This is an optimization exercise on Yosys and OpenROAD, whose aim is small area, not a production implementation.
Only simulation tests tie the RTL to the original design; equivalence was not proved.
Power and IR drop assume default switching activity.

## the baseline
==> flow/design.v <==
`default_nettype none
package stats_pkg;
    typedef logic [31:0] stat_value_t;
    typedef logic [7:0]  stat_addr_t;
    typedef logic [31:0] fill_level_t;
    typedef logic [1:0]  action_t;
    localparam action_t ACTION_MATCH   = 2'd1;
    localparam action_t ACTION_NOMATCH = 2'd2;
    typedef struct packed {
        logic    in_valid;
        logic    in_eop;
        logic    out_valid;
        logic    out_eop;
        logic    out_ready;
        logic    rb_update_valid;
        logic    cpu_valid;
        logic    cpu_ready;
        action_t cpu_action;
    } pkt_events_t;
    typedef struct packed {
        stat_value_t in_pkt;
        stat_value_t out_pkt;
        stat_value_t dma_pkt;
        stat_value_t cpu_match_pkt;
        stat_value_t cpu_nomatch_pkt;
        fill_level_t max_fill;
    } counter_set_t;
    typedef struct packed {
        stat_addr_t  addr;
        stat_value_t value;
    } stats_rec_t;
    localparam stat_addr_t REG_IN_PKT          = 8'd0;
    localparam stat_addr_t REG_OUT_PKT         = 8'd1;
    localparam stat_addr_t REG_CTRL            = 8'd2;
    localparam stat_addr_t REG_DMA_PKT         = 8'd3;
    localparam stat_addr_t REG_CPU_MATCH_PKT   = 8'd4;
    localparam stat_addr_t REG_CPU_NOMATCH_PKT = 8'd5;
    localparam stat_addr_t REG_MAX_FILL        = 8'd6;
    localparam int N_SCANNED         = 4;
    localparam int STATS_FIFO_DEPTH  = 16;
    localparam int STATS_TABLE_DEPTH = 16;
    localparam int STATS_SETTLE      = 32;
endpackage
`default_nettype wire
`default_nettype none
package csr_pkg;
    localparam int STATUS_AWIDTH = 30;
    localparam int STAT_AWIDTH   = 4;
    localparam int REG_AWIDTH    = 8;
    typedef logic [STAT_AWIDTH-1:0] region_t;
    localparam region_t TOP_REG = 4'd0;
    typedef struct packed {
        logic [STATUS_AWIDTH-1:0] addr;
        logic                     read;
        logic                     write;
        logic [31:0]              writedata;
    } status_req_t;
    typedef struct packed {
        logic [31:0]            readdata;
        logic                   readdata_valid;
    } status_rsp_t;
endpackage
`default_nettype wire
`default_nettype none
module event_counters (
    input  wire                         clk_status,
    input  wire                         rst,
    input  wire stats_pkg::pkt_events_t events_i,
    input  wire stats_pkg::fill_level_t fill_level_i,
    input  wire                         ld_in_i,
    input  wire                         ld_out_i,
    input  wire                         ld_max_i,
    input  wire stats_pkg::stat_value_t wd_i,         
    output stats_pkg::stat_value_t      in_pkt_o,
    output stats_pkg::stat_value_t      out_pkt_o,
    output stats_pkg::stat_value_t      max_fill_o
);
    stats_pkg::stat_value_t in_q, out_q, max_q;
    logic in_hit, out_hit;
    assign in_hit  = events_i.in_valid & events_i.in_eop;
    assign out_hit = events_i.out_valid & events_i.out_eop & events_i.out_ready;
    function automatic stats_pkg::stat_value_t inc(input stats_pkg::stat_value_t q, input logic hit);
        logic c;
        c = hit;
        for (int i = 0; i < 32; i++) begin
            inc[i] = q[i] ^ c;
            c      = c & q[i];
        end
    endfunction
    logic fill_gt;
    always_comb begin
        fill_gt = 1'b0;
        for (int i = 0; i < 32; i++) begin
            fill_gt = (fill_level_i[i] & ~max_q[i]) | (~(fill_level_i[i] ^ max_q[i]) & fill_gt);
        end
    end
    always_ff @(posedge clk_status) begin
        in_q  <= ld_in_i  ? wd_i : inc(in_q, in_hit);
        out_q <= ld_out_i ? wd_i : inc(out_q, out_hit);
        max_q <= ld_max_i ? wd_i : (fill_gt ? fill_level_i : max_q);
    end
    assign in_pkt_o   = in_q;
    assign out_pkt_o  = out_q;
    assign max_fill_o = max_q;
endmodule
`default_nettype wire
`default_nettype none
module stats_scanner (
    input  wire                         clk_status,
    input  wire                         rst,
    input  wire stats_pkg::pkt_events_t events_i,
    input  wire                         ld_dma_i,
    input  wire                         ld_match_i,
    input  wire                         ld_nomatch_i,
    input  wire stats_pkg::stat_value_t wd_i,         
    input  wire stats_pkg::stat_value_t max_fill_i,
    output logic [1:0]                  slot_o,
    output logic [2:0]                  age_o,
    output logic [4:1][31:0]            tab_o
);
    logic [1:0] slot_q;
    logic [2:0] age_q;
    logic [4:0][31:0] x_q;
    always_ff @(posedge clk_status) begin
        if (rst) begin
            slot_q <= 2'd3;
            age_q  <= 3'd0;
        end else begin
            slot_q <= slot_q + 2'd1;
            if (age_q != 3'd7) begin
                age_q <= age_q + 3'd1;
            end
        end
    end
    logic cpu_hit;
    logic [2:0] hit;
    logic [2:0] ld;
    assign cpu_hit = events_i.cpu_valid & events_i.cpu_ready;
    assign hit[0]  = events_i.rb_update_valid;
    assign hit[1]  = cpu_hit & (events_i.cpu_action == stats_pkg::ACTION_MATCH);
    assign hit[2]  = cpu_hit & (events_i.cpu_action == stats_pkg::ACTION_NOMATCH);
    assign ld      = {ld_nomatch_i, ld_match_i, ld_dma_i};
    logic [2:0][31:0] base_q;
    logic [2:0][2:0]  pend_q;
    logic [31:0] m;
    logic [2:0]  p;
    always_comb begin
        case (slot_q)
            2'd0:    begin m = base_q[0]; p = pend_q[0]; end
            2'd1:    begin m = base_q[1]; p = pend_q[1]; end
            2'd2:    begin m = base_q[2]; p = pend_q[2]; end
            default: begin m = max_fill_i; p = 3'd0; end
        endcase
    end
    logic [31:0] t;
    always_comb begin
        logic c;
        c = 1'b0;
        for (int i = 0; i < 3; i++) begin
            t[i] = m[i] ^ p[i] ^ c;
            c    = (m[i] & p[i]) | (c & (m[i] ^ p[i]));
        end
        for (int i = 3; i < 32; i++) begin
            t[i] = m[i] ^ c;
            c    = c & m[i];
        end
    end
    always_ff @(posedge clk_status) begin
        for (int s = 0; s < 3; s++) begin
            if (ld[s]) begin
                base_q[s] <= wd_i;
                pend_q[s] <= 3'd0;
            end else if (slot_q == 2'(s)) begin
                base_q[s] <= t;
                pend_q[s] <= {2'b00, hit[s]};
            end else begin
                pend_q[s] <= pend_q[s] + {2'b00, hit[s]};
            end
        end
    end
    always_ff @(posedge clk_status) begin
        x_q[0]   <= t;
        x_q[4:1] <= x_q[3:0];
    end
    assign slot_o = slot_q;
    assign age_o  = age_q;
    assign tab_o  = x_q[4:1];
endmodule
`default_nettype wire
`default_nettype none
module status_csr (
    input  wire                          clk_status,
    input  wire                          rst,
    input  wire csr_pkg::status_req_t    req_i,
    input  wire stats_pkg::stat_value_t  in_pkt_i,
    input  wire stats_pkg::stat_value_t  out_pkt_i,
    input  wire [1:0]                    slot_i,
    input  wire [2:0]                    age_i,
    input  wire [4:1][31:0]              tab_i,
    output logic [6:0]                   ld_o,
    output stats_pkg::stat_value_t       wd_o,
    output csr_pkg::status_rsp_t         rsp_o
);
    logic                   rd_q;
    logic                   wr_q;
    logic [2:0]             code_q;
    stats_pkg::stat_value_t wd_q;
    stats_pkg::stat_value_t ctrl_q;
    logic                   valid_q;
    stats_pkg::stat_value_t data_q;
    logic                   top_hit;
    assign top_hit = (req_i.addr[csr_pkg::STATUS_AWIDTH-1 -: csr_pkg::STAT_AWIDTH] == csr_pkg::TOP_REG);
    always_ff @(posedge clk_status) begin
        rd_q   <= ~rst & req_i.read & top_hit;
        wr_q   <= ~rst & req_i.write & top_hit;
        code_q <= (req_i.addr[7:3] == 5'd0) ? req_i.addr[2:0] : 3'd7;
        wd_q   <= req_i.writedata;
    end
    logic [7:0] code_oh;
    always_comb begin
        code_oh = '0;
        code_oh[code_q] = 1'b1;
    end
    assign ld_o = {7{rst}} | ({7{wr_q}} & code_oh[6:0]);
    assign wd_o = wd_q & {32{~rst}};
    logic [1:0] k;
    logic [1:0] d;
    logic [4:1] stage;
    logic [4:1] stage_ok;
    assign k = code_q[1:0] + 2'd1;    
    assign d = slot_i - k;
    always_comb begin
        case (d)
            2'd2:    stage = 4'b0001;
            2'd3:    stage = 4'b0010;
            2'd0:    stage = 4'b0100;
            default: stage = 4'b1000;
        endcase
        stage_ok[1] = (age_i > 3'd1);
        stage_ok[2] = (age_i > 3'd2);
        stage_ok[3] = (age_i > 3'd3);
        stage_ok[4] = (age_i > 3'd4);
    end
    logic sel_tab;
    logic [4:1] sel_x;
    assign sel_tab = code_oh[3] | code_oh[4] | code_oh[5] | code_oh[6];
    assign sel_x   = stage & stage_ok & {4{sel_tab}};
    stats_pkg::stat_value_t rd_mux;
    assign rd_mux = ({32{code_oh[0]}} & in_pkt_i)
                  | ({32{code_oh[1]}} & out_pkt_i)
                  | ({32{code_oh[2]}} & ctrl_q)
                  | ({32{sel_x[1]}}   & tab_i[1])
                  | ({32{sel_x[2]}}   & tab_i[2])
                  | ({32{sel_x[3]}}   & tab_i[3])
                  | ({32{sel_x[4]}}   & tab_i[4]);
    logic ctrl_keep, ctrl_take;
    assign ctrl_keep = ~rst & ~wr_q;
    assign ctrl_take = ~rst & wr_q & code_oh[2];
    always_ff @(posedge clk_status) begin
        valid_q <= ~rst & rd_q;
        data_q  <= rd_mux;
        ctrl_q  <= ({32{ctrl_keep}} & ctrl_q) | ({32{ctrl_take}} & wd_q);
    end
    assign rsp_o.readdata       = data_q;
    assign rsp_o.readdata_valid = valid_q;
endmodule
`default_nettype wire
`default_nettype none
module stats_top (
    input  wire         clk_status,
    input  wire         rst,
    input  wire         in_valid,
    input  wire         in_eop,
    input  wire         out_valid,
    input  wire         out_eop,
    input  wire         out_ready,
    input  wire         rb_update_valid,
    input  wire         cpu_valid,
    input  wire         cpu_ready,
    input  wire [1:0]   cpu_action,
    input  wire [31:0]  fill_level_i,
    input  wire [29:0]  req_addr,
    input  wire         req_read,
    input  wire         req_write,
    input  wire [31:0]  req_writedata,
    output wire [31:0]  rsp_readdata,
    output wire         rsp_readdata_valid
);
    stats_pkg::pkt_events_t  pkt_events_i;
    csr_pkg::status_req_t    status_req_i;
    csr_pkg::status_rsp_t    status_rsp_o;
    assign pkt_events_i.in_valid        = in_valid;
    assign pkt_events_i.in_eop          = in_eop;
    assign pkt_events_i.out_valid       = out_valid;
    assign pkt_events_i.out_eop         = out_eop;
    assign pkt_events_i.out_ready       = out_ready;
    assign pkt_events_i.rb_update_valid = rb_update_valid;
    assign pkt_events_i.cpu_valid       = cpu_valid;
    assign pkt_events_i.cpu_ready       = cpu_ready;
    assign pkt_events_i.cpu_action      = cpu_action;
    assign status_req_i.addr      = req_addr;
    assign status_req_i.read      = req_read;
    assign status_req_i.write     = req_write;
    assign status_req_i.writedata = req_writedata;
    assign rsp_readdata       = status_rsp_o.readdata;
    assign rsp_readdata_valid = status_rsp_o.readdata_valid;
    logic [6:0]             ld;
    stats_pkg::stat_value_t wd;
    stats_pkg::stat_value_t in_pkt, out_pkt, max_fill;
    logic [1:0]             slot;
    logic [2:0]             age;
    logic [4:1][31:0]       tab;
    event_counters event_counters_i (
        .clk_status   (clk_status),
        .rst          (rst),
        .events_i     (pkt_events_i),
        .fill_level_i (fill_level_i),
        .ld_in_i      (ld[0]),
        .ld_out_i     (ld[1]),
        .ld_max_i     (ld[6]),
        .wd_i         (wd),
        .in_pkt_o     (in_pkt),
        .out_pkt_o    (out_pkt),
        .max_fill_o   (max_fill)
    );
    stats_scanner stats_scanner_i (
        .clk_status   (clk_status),
        .rst          (rst),
        .events_i     (pkt_events_i),
        .ld_dma_i     (ld[3]),
        .ld_match_i   (ld[4]),
        .ld_nomatch_i (ld[5]),
        .wd_i         (wd),
        .max_fill_i   (max_fill),
        .slot_o       (slot),
        .age_o        (age),
        .tab_o        (tab)
    );
    status_csr status_csr_i (
        .clk_status (clk_status),
        .rst        (rst),
        .req_i      (status_req_i),
        .in_pkt_i   (in_pkt),
        .out_pkt_i  (out_pkt),
        .slot_i     (slot),
        .age_i      (age),
        .tab_i      (tab),
        .ld_o       (ld),
        .wd_o       (wd),
        .rsp_o      (status_rsp_o)
    );
endmodule
`default_nettype wire
==> flow/config.mk <==
export PLATFORM = sky130hd
export DESIGN_NAME = stats_top
export DESIGN_NICKNAME = stats_top
export VERILOG_FILES = /design/flow/design.v
export SDC_FILE = /design/flow/constraint.sdc
export NUM_CORES = 4
export LEC_CHECK = 0
export CAP_MARGIN = 20
export CORE_MARGIN = 2
export CORE_UTILIZATION = 40
export SLEW_MARGIN = 20
==> flow/constraint.sdc <==
create_clock -name core_clock -period 6.0 [get_ports {clk_status}]
set_input_delay 1.2000 -clock core_clock [delete_from_list [all_inputs] [get_ports {clk_status}]]
set_output_delay 1.2000 -clock core_clock [all_outputs]
set_load 0.01 [all_outputs]
run.sh (not shown) runs the stock make flow with config.mk's settings and CLKGATE_MAP_FILE= SYNTH_SCRIPT=/design/flow/synth_recipe.tcl, a recipe that flattens the netlist after the stock synthesis.
The baseline finished all stages; layout check result: FAIL, due to negative setup slack.
[inputs] the candidate vs the baseline
diff --git a/flow/design.v b/flow/design.v
--- a/flow/design.v
+++ b/flow/design.v
@@ -82,8 +82,10 @@
     function automatic stats_pkg::stat_value_t inc(input stats_pkg::stat_value_t q, input logic hit);
         logic c;
-        c = hit;
-        for (int i = 0; i < 32; i++) begin
-            inc[i] = q[i] ^ c;
-            c      = c & q[i];
+        for (int b = 0; b < 4; b++) begin
+            c = hit & (&(q | ~((32'd1 << (8 * b)) - 32'd1)));
+            for (int i = 8 * b; i < 8 * b + 8; i++) begin
+                inc[i] = q[i] ^ c;
+                c      = c & q[i];
+            end
         end
     endfunction
@@ -155,5 +157,5 @@
     logic [31:0] t;
     always_comb begin
-        logic c;
+        logic c, c3;
         c = 1'b0;
         for (int i = 0; i < 3; i++) begin
@@ -161,7 +163,14 @@
             c    = (m[i] & p[i]) | (c & (m[i] ^ p[i]));
         end
-        for (int i = 3; i < 32; i++) begin
-            t[i] = m[i] ^ c;
-            c    = c & m[i];
+        c3 = c;
+        for (int b = 0; b < 4; b++) begin
+            c = c3;
+            for (int i = 3; i < 3 + 8 * b; i++) begin
+                c = c & m[i];
+            end
+            for (int i = 3 + 8 * b; i < 3 + 8 * b + 8 && i < 32; i++) begin
+                t[i] = m[i] ^ c;
+                c    = c & m[i];
+            end
         end
     end
==> comparison <==
- Layout checks on the candidate: not met. Flow itself completed; violations: negative setup slack.
- When the candidate is measured against the baseline, its count of clock-buffer cells in the layout turns out 1 higher.
- Comparing the baseline and the candidate, the higher area growth from synthesis to layout is on the baseline.
- Required time of the worst setup path in the candidate vs the baseline: down 0.02 ns
- Looking at met1 wire length across the baseline and the candidate, the one that comes out higher is the candidate.
- Cmp the candidate vs the baseline: headroom to the max-slew limit higher in the candidate
- The candidate ended with less post-route fraction of the period consumed by the critical path than the baseline.
- Design area went down by a few percent going from the baseline to the candidate.
- In the tables for the baseline and the candidate, fraction of area in non-clock buffers reads higher with the candidate.
- Compared with the baseline, in the candidate clock skew lower; total combinational power went up by about 2%.

==> what the ideal ports hide <==
Ports are ideal in the flow. The routed layouts listed here were re-timed in OpenROAD.
Step 1: set_driving_cell puts a clkbuf_16 on clk_status and a buf_2 on each other input, an assumption about the parent block.
Step 2, shift: input delay + t, output delay - t, t = (earliest + latest rising clock arrival at the registers) / 2. This alone moves slack from input paths to output paths.
Three values: ideal ports, drivers, drivers and shift; two values: the first two.
run	t (ns)	setup WS [ns]	hold WS [ns]	worst setup path after step 2	worst data-port slew with drivers (ns)
the baseline	0.625	-0.862 / -0.862 / -0.862	0.326 / 0.326 / 0.326	register to register	0.04
the candidate	0.621	-0.803 / -0.803 / -0.803	0.321 / 0.321 / 0.321	register to register	0.06
